Source: an optimization exercise on an open RTL-to-GDS flow (aim: small area, a short achievable clock period and few clock cycles per item). Production flows keep margins and buffers that such runs may drop.
RTL that was checked went through simulation tests only; none was proved equivalent to the original.
Power and IR drop assume default switching activity.

Setup of the previous run:
## ln_top
module ln_top (
    input  logic                  core_clk,
    input  logic                  rst_n,
    input  logic                  ln_start,       
    input  ln_pkg::ln_cfg_t       cfg,            
    input  logic [(4 * 4 * 8)-1:0] lbuf_rdata,
    input  logic [(4 * 4 * 8)-1:0] cache_rdata,
    output logic                  ln_end,
    output ln_pkg::ln_lbuf_req_t  lbuf_req,
    output logic [(4 * 4 * 8)-1:0] lbuf_wdata,
    output ln_pkg::ln_cache_req_t cache_req,
    output logic [(4 * 4 * 8)-1:0] cache_wdata
);
==> flow/config.mk <==
export PLATFORM = sky130hd
export DESIGN_NAME = ln_top
export DESIGN_NICKNAME = ln_top
export VERILOG_FILES = /design/flow/design.v
export SDC_FILE = /design/flow/constraint.sdc
export NUM_CORES = 4
export LEC_CHECK = 0
export CAP_MARGIN = 20
export CORE_MARGIN = 2
export CORE_UTILIZATION = 45
export CTS_BUF_LIST = sky130_fd_sc_hd__clkbuf_8
export CTS_CLUSTER_DIAMETER = 50
export CTS_CLUSTER_SIZE = 12
export PLACE_DENSITY = 0.6
export SLEW_MARGIN = 20
==> flow/constraint.sdc <==
create_clock -name core_clock -period 9.0 [get_ports {core_clk}]
set_input_delay 1.8000 -clock core_clock [delete_from_list [all_inputs] [get_ports {core_clk}]]
set_output_delay 1.8000 -clock core_clock [all_outputs]
set_load 0.01 [all_outputs]
standard.sh (not shown) runs the stock make flow with config.mk's settings and CLKGATE_MAP_FILE= SYNTH_SCRIPT=/design/flow/synth_recipe.tcl, a recipe that flattens the netlist after the stock synthesis.
==> flow/flow/run.sh <==
#!/bin/bash
set -euo pipefail
export BUFFER_PORTS_ARGS="-buffer_cell sky130_fd_sc_hd__buf_2"
export SETUP_SLACK_MARGIN=5.3
# clock tree: same settings as config.mk, without dummy balancing loads
export CTS_ARGS="-sink_clustering_enable -repair_clock_nets -dont_use_dummy_load -buf_list sky130_fd_sc_hd__clkbuf_8 -sink_clustering_size 12 -sink_clustering_max_diameter 50"
bash standard.sh > flow_make.log 2>&1
Testbench counts of the previous run, summed over its fixed seeds: cycles 69,324, items 40,736.
#### Input delta (the current run over the previous run)
-- flow/design.v --
<<< the previous run, line 62
    localparam logic [1:0] PT_SUMX = 2'd1;
    localparam logic [1:0] PT_OUTL = 2'd2;
    localparam logic [4:0] GAP     = 5'd17;       
    logic [13-1:0] ia_q, oa_q;
    logic [12-1:0]   n_q;
>>> the current run, line 62
    localparam logic [1:0] PT_SUMX = 2'd1;
    localparam logic [1:0] PT_OUTL = 2'd2;
    localparam logic [4:0] GAP     = 5'd18;       
    logic [13-1:0] ia_q, oa_q;
    logic [12-1:0]   n_q;
<<< the previous run, line 225
    assign cache_req.wen  = p3_cwr;
    assign cache_req.addr = caddr;
    logic [(4 * 4 * 8)-1:0] r_o;
    always_ff @(posedge core_clk) begin
        r_o <= p2_srcc ? cache_rdata : lbuf_rdata;
    end
    assign cache_wdata = r_o;
    logic                    ex_on;
    logic [3:0]              ek;
>>> the current run, line 225
    assign cache_req.wen  = p3_cwr;
    assign cache_req.addr = caddr;
    logic [(4 * 4 * 8)-1:0] r_l;    
    logic [(4 * 4 * 8)-1:0] r_o;    
    always_ff @(posedge core_clk) begin
        r_l <= p2_sum ? lbuf_rdata : '0;
        r_o <= p2_srcc ? cache_rdata : lbuf_rdata;
    end
    assign cache_wdata = r_l;
    logic                    ex_on;
    logic [3:0]              ek;
<<< the previous run, line 260
            sv <= ex_on;
            pv <= sv;
            if (p2_sum && p2_last) begin
                ex_on <= 1'b1;
                ek    <= '0;
>>> the current run, line 262
            sv <= ex_on;
            pv <= sv;
            if (p3_sum && p3_last) begin
                ex_on <= 1'b1;
                ek    <= '0;
<<< the previous run, line 315
        logic             sg;
        logic [7:0]       shl;
        assign u  = p2_sum ? {~lbuf_rdata[r*8+7], lbuf_rdata[r*8 +: 7]} : 8'd0;
        assign lo = {1'b0, acc[r][7:0]} + {1'b0, u};
        assign hi = acc[r][18:8] + {10'd0, lo[8]};
>>> the current run, line 317
        logic             sg;
        logic [7:0]       shl;
        assign u  = {r_l[r*8+7] ^ p3_sum, r_l[r*8 +: 7]};
        assign lo = {1'b0, acc[r][7:0]} + {1'b0, u};
        assign hi = acc[r][18:8] + {10'd0, lo[8]};
Findings:
In summary, the current run completed successfully, with a layout that passed the timing, DRC and antenna checks.
Via density per instance | the current run below the previous run
Total instance count after detailed placement went up by a few percent going from the previous run to the current run.
Comparing the previous run and the current run, the higher average size of a mapped cell is on the current run.
Against the previous run, the current run comes in 2 lower on critical path depth.
The current run ends up with a maximum frequency that is about 1.6% higher than in the previous run.
Summary of the current run over the previous run: minimum clock period after layout saw a decrease, count of non-filler cells in the finished layout higher, wire length of the first global-routing pass increased by about 2.6% relative to the old numbers, area of the multi-input gates shrank by about 5%.
Against the previous run, the current run comes in 2.7 points higher on met2 layer usage reported by global route.
| reported max-cap violation count | the current run vs the previous run | ≈ equal |
The current run: area growth from synthesis to final layout 4.9 points below the previous run
Relative to the previous run, power density over cell area increased by 57% in the current run.
Of the current run and the previous run, it is the current run that has the higher clock latency on the worst-skew pair.
Testbench counts of the current run, summed over its fixed seeds: cycles 69,512, items 40,736.

---

Another version of the RTL of ln_top (not shown whole).
Size: ~6600 cells after synthesis, ~860 flip-flops, roughly 690 I/O pins, roughly 0.060 mm2 of cells after synthesis.
==> flow/design.v (excerpt) <==
module ln_top (
    input  logic                  core_clk,
    input  logic                  rst_n,
    input  logic                  ln_start,       
    input  ln_pkg::ln_cfg_t       cfg,            
    input  logic [(4 * 4 * 8)-1:0] lbuf_rdata,
    input  logic [(4 * 4 * 8)-1:0] cache_rdata,
    output logic                  ln_end,
    output ln_pkg::ln_lbuf_req_t  lbuf_req,
    output logic [(4 * 4 * 8)-1:0] lbuf_wdata,
    output ln_pkg::ln_cache_req_t cache_req,
    output logic [(4 * 4 * 8)-1:0] cache_wdata
);
    localparam int ROWS  = 4 * 4;
    localparam int ACC_W = 19;                    
    localparam int P_W   = 26;                    
    localparam logic [1:0] PT_SUMC = 2'd0;
    localparam logic [1:0] PT_SUMX = 2'd1;
    localparam logic [1:0] PT_OUTL = 2'd2;
    localparam logic [4:0] GAP     = 5'd18;       
    logic [13-1:0] ia_q, oa_q;
    logic [12-1:0]   n_q;
    logic [2:0] sh_s3;       
    logic [6:0] sh_mask;     
    logic       sh_s8;       
    always_ff @(posedge core_clk) begin
        ia_q  <= 13'(cfg.ifm_align);
        oa_q  <= 13'(cfg.ofm_align);
        n_q   <= cfg.channel_number;
        sh_s8 <= cfg.shift_out[3];
        sh_s3 <= cfg.shift_out[3] ? 3'd0 : cfg.shift_out[2:0];
        for (int j = 0; j < 7; j++)
            sh_mask[j] <= cfg.shift_out[3] || (cfg.shift_out[2:0] >= 3'(7 - j));
    end
    logic                  busy;
    logic                  act;         
    logic                  first;       
  ...
==> flow/config.mk <==
export PLATFORM = sky130hd
export DESIGN_NAME = ln_top
export DESIGN_NICKNAME = ln_top
export VERILOG_FILES = /design/flow/design.v
export SDC_FILE = /design/flow/constraint.sdc
export NUM_CORES = 4
export LEC_CHECK = 0
export CAP_MARGIN = 20
export CORE_MARGIN = 2
export CORE_UTILIZATION = 45
export CTS_BUF_LIST = sky130_fd_sc_hd__clkbuf_8
export CTS_CLUSTER_DIAMETER = 50
export CTS_CLUSTER_SIZE = 12
export PLACE_DENSITY = 0.6
export SLEW_MARGIN = 20
==> flow/constraint.sdc <==
create_clock -name core_clock -period 9.0 [get_ports {core_clk}]
set_input_delay 1.8000 -clock core_clock [delete_from_list [all_inputs] [get_ports {core_clk}]]
set_output_delay 1.8000 -clock core_clock [all_outputs]
set_load 0.01 [all_outputs]
Scripts as last shown in full above: flow/flow/run.sh
Edit:
--- a/flow/design.v
+++ b/flow/design.v
@@ -167,70 +167,75 @@
                 end
             end
         end
     end
     logic p0_sum, p0_cwr, p0_out, p0_srcc, p0_jlast;
     logic p1_sum, p1_cwr, p1_out, p1_srcc, p1_first, p1_last, p1_jlast;
     logic p2_sum, p2_cwr, p2_out, p2_srcc, p2_first, p2_last, p2_jlast;
     logic p3_sum, p3_cwr, p3_out, p3_last, p3_jlast;
+    logic p4_last, p4_jlast;
     logic lwen;
     logic [13-1:0]   waddr, wbase, wnext;
     logic [11-1:0] caddr;
     assign p0_sum   = act && (pt != PT_OUTL);
     assign p0_cwr   = act && (pt == PT_SUMC);
     assign p0_out   = act && (pt != PT_SUMC);
     assign p0_srcc  = (pt == PT_SUMX);
     assign p0_jlast = (pt == PT_OUTL) && (sl == 12'd1);
     assign wnext    = wbase + oa_q;
     always_ff @(posedge core_clk or negedge rst_n) begin
         if (!rst_n) begin
             {p1_sum, p1_cwr, p1_out, p1_srcc, p1_first, p1_last, p1_jlast} <= '0;
             {p2_sum, p2_cwr, p2_out, p2_srcc, p2_first, p2_last, p2_jlast} <= '0;
             {p3_sum, p3_cwr, p3_out, p3_last, p3_jlast}                    <= '0;
+            {p4_last, p4_jlast}                                            <= '0;
             lwen   <= 1'b0;
             ln_end <= 1'b0;
         end else begin
             {p1_sum, p1_cwr, p1_out, p1_srcc, p1_first, p1_last, p1_jlast} <=
                 {p0_sum, p0_cwr, p0_out, p0_srcc, first, last_req, p0_jlast};
             {p2_sum, p2_cwr, p2_out, p2_srcc, p2_first, p2_last, p2_jlast} <=
                 {p1_sum, p1_cwr, p1_out, p1_srcc, p1_first, p1_last, p1_jlast};
             {p3_sum, p3_cwr, p3_out, p3_last, p3_jlast} <=
                 {p2_sum, p2_cwr, p2_out, p2_last, p2_jlast};
-            lwen   <= p2_out;
-            ln_end <= lwen && p3_last && p3_jlast;
+            {p4_last, p4_jlast} <= {p3_last, p3_jlast};
+            lwen   <= p3_out;
+            ln_end <= lwen && p4_last && p4_jlast;
         end
     end
     always_ff @(posedge core_clk) begin
         if (!busy && ln_start) begin
             waddr <= cfg.om_base[13-1:0];
             wbase <= cfg.om_base[13-1:0];
         end else if (lwen) begin
-            waddr <= p3_last ? wnext : waddr + 13'(1);
-            if (p3_last) wbase <= wnext;
+            waddr <= p4_last ? wnext : waddr + 13'(1);
+            if (p4_last) wbase <= wnext;
         end
         if (go)
             caddr <= '0;
         else if (cren)
             caddr <= caddr + 11'(1);
         else if (p2_cwr)
             caddr <= p2_first ? '0 : caddr + 11'(1);
     end
     assign lbuf_req.ren   = act;
     assign lbuf_req.raddr = raddr;
     assign lbuf_req.wen   = lwen;
     assign lbuf_req.waddr = waddr;
     assign cache_req.ren  = cren;
     assign cache_req.wen  = p3_cwr;
     assign cache_req.addr = caddr;
-    logic [(4 * 4 * 8)-1:0] x_o;    
-    logic [(4 * 4 * 8)-1:0] q;
-    assign x_o         = p2_srcc ? cache_rdata : lbuf_rdata;
-    assign lbuf_wdata  = q;
-    assign cache_wdata = q;
+    logic [(4 * 4 * 8)-1:0] r_l;    
+    logic [(4 * 4 * 8)-1:0] r_o;    
+    always_ff @(posedge core_clk) begin
+        r_l <= p2_sum ? lbuf_rdata : '0;
+        r_o <= p2_srcc ? cache_rdata : lbuf_rdata;
+    end
+    assign cache_wdata = r_l;
     logic                    ex_on;
     logic [3:0]              ek;
     logic [3:0]              ek_n;
     logic [6:0]              m_reg, m_d;
     logic [4:0]              e_reg, e_d, e_d2;
     logic                    sv, pv;
     logic signed [ACC_W-1:0] s_reg;
     logic signed [ACC_W+1:0] s3_reg;    
@@ -251,17 +256,17 @@
         if (!rst_n) begin
             ex_on <= 1'b0;
             ek    <= '0;
             sv    <= 1'b0;
             pv    <= 1'b0;
         end else begin
             sv <= ex_on;
             pv <= sv;
-            if (p2_sum && p2_last) begin
+            if (p3_sum && p3_last) begin
                 ex_on <= 1'b1;
                 ek    <= '0;
             end else if (ex_on) begin
                 ek <= ek + 4'd1;
                 if (ek == 4'd15) ex_on <= 1'b0;
             end
         end
     end
@@ -306,35 +311,35 @@
         logic [8:0]       lo;
         logic [10:0]      hi;
         logic [ACC_W-1:0] nxt;
         logic [9:0]       d;
         logic [9:0]       ne;
         logic             nf;
         logic             sg;
         logic [7:0]       shl;
-        assign u  = p2_sum ? {~lbuf_rdata[r*8+7], lbuf_rdata[r*8 +: 7]} : 8'd0;
+        assign u  = {r_l[r*8+7] ^ p3_sum, r_l[r*8 +: 7]};
         assign lo = {1'b0, acc[r][7:0]} + {1'b0, u};
         assign hi = acc[r][18:8] + {10'd0, lo[8]};
         if (r == ROWS - 1) begin : g_tail
             assign nxt = '0;
         end else begin : g_link
             assign nxt = acc[r+1];
         end
         always_ff @(posedge core_clk or negedge rst_n) begin
             if (!rst_n)
                 acc[r] <= '0;
             else
                 acc[r] <= ex_on ? nxt : {hi, lo[7:0]};
         end
         always_ff @(posedge core_clk) begin
             if (pv) mean[r] <= (r == ROWS - 1) ? mean_new : mean[(r + 1) % ROWS];
         end
-        assign d   = {{2{x_o[r*8+7]}}, x_o[r*8 +: 8]} - {mean[r][8], mean[r]};
+        assign d   = {{2{r_o[r*8+7]}}, r_o[r*8 +: 8]} - {mean[r][8], mean[r]};
         assign sg  = d[9];
         assign ne  = d ^ {10{sg}};
         assign nf  = ne[8] | ne[7] | (|(ne[6:0] & sh_mask)) | (sh_s8 & sg);
         assign shl = d[7:0] << sh_s3;
         always_ff @(posedge core_clk) begin
-            q[r*8 +: 8] <= p2_cwr ? lbuf_rdata[r*8 +: 8] : (nf ? {sg, {7{~sg}}} : shl);
+            lbuf_wdata[r*8 +: 8] <= nf ? {sg, {7{~sg}}} : shl;
         end
     end
 endmodule
Wire length went down by 6.0%. Die area goes up by 6.5%. Clock-buffer cell count went up by 31. Power is lower by 3.7%. Maximum frequency goes up by 18%. Cell count came out higher by 0.50%. Setup slack gets better by 670 ps. Sequential power rose by 17%.
Testbench counts after the change, summed over its fixed seeds: cycles 69,512, items 40,736.
No functional check of the RTL was part of the first run of this note.

==> static timing again, ports no longer ideal <==
The flow's constraints put no driver on any port. The routed layouts listed below were extracted and timed again, unchanged, in two steps. Step 1 assumes that a clkbuf_16 drives the clock port and a buf_2 every other input. Step 2 times the ports against the registers' clock, not the clock port: input delays grow and output delays shrink by t, the midpoint of the rising clock arrivals with the driver on. Slacks: ideal ports / drivers / drivers and shift; pairs: ideal ports / drivers.
run | shift t [ns] | setup WS [ns] | hold slack, ns | worst setup path after step 2
the previous run | 0.905 | 5.242 / 5.227 / 4.322 | 0.290 / 0.290 / 0.290 | input to register
the current run | 0.936 | 5.301 / 5.301 / 5.301 | 0.263 / 0.263 / 0.263 | register to register
the first run of note 2 | 0.901 | 4.633 / 4.557 / 3.655 | 0.279 / 0.279 / 0.279 | input to register
the second run of note 2 | 0.936 | 5.301 / 5.301 / 5.301 | 0.263 / 0.263 / 0.263 | register to register
After both steps setup and hold are still met in every run listed. For the first run of note 2, which loses most, drivers alone change the setup slack by -0.076 ns; drivers and shift together by -0.978 ns.
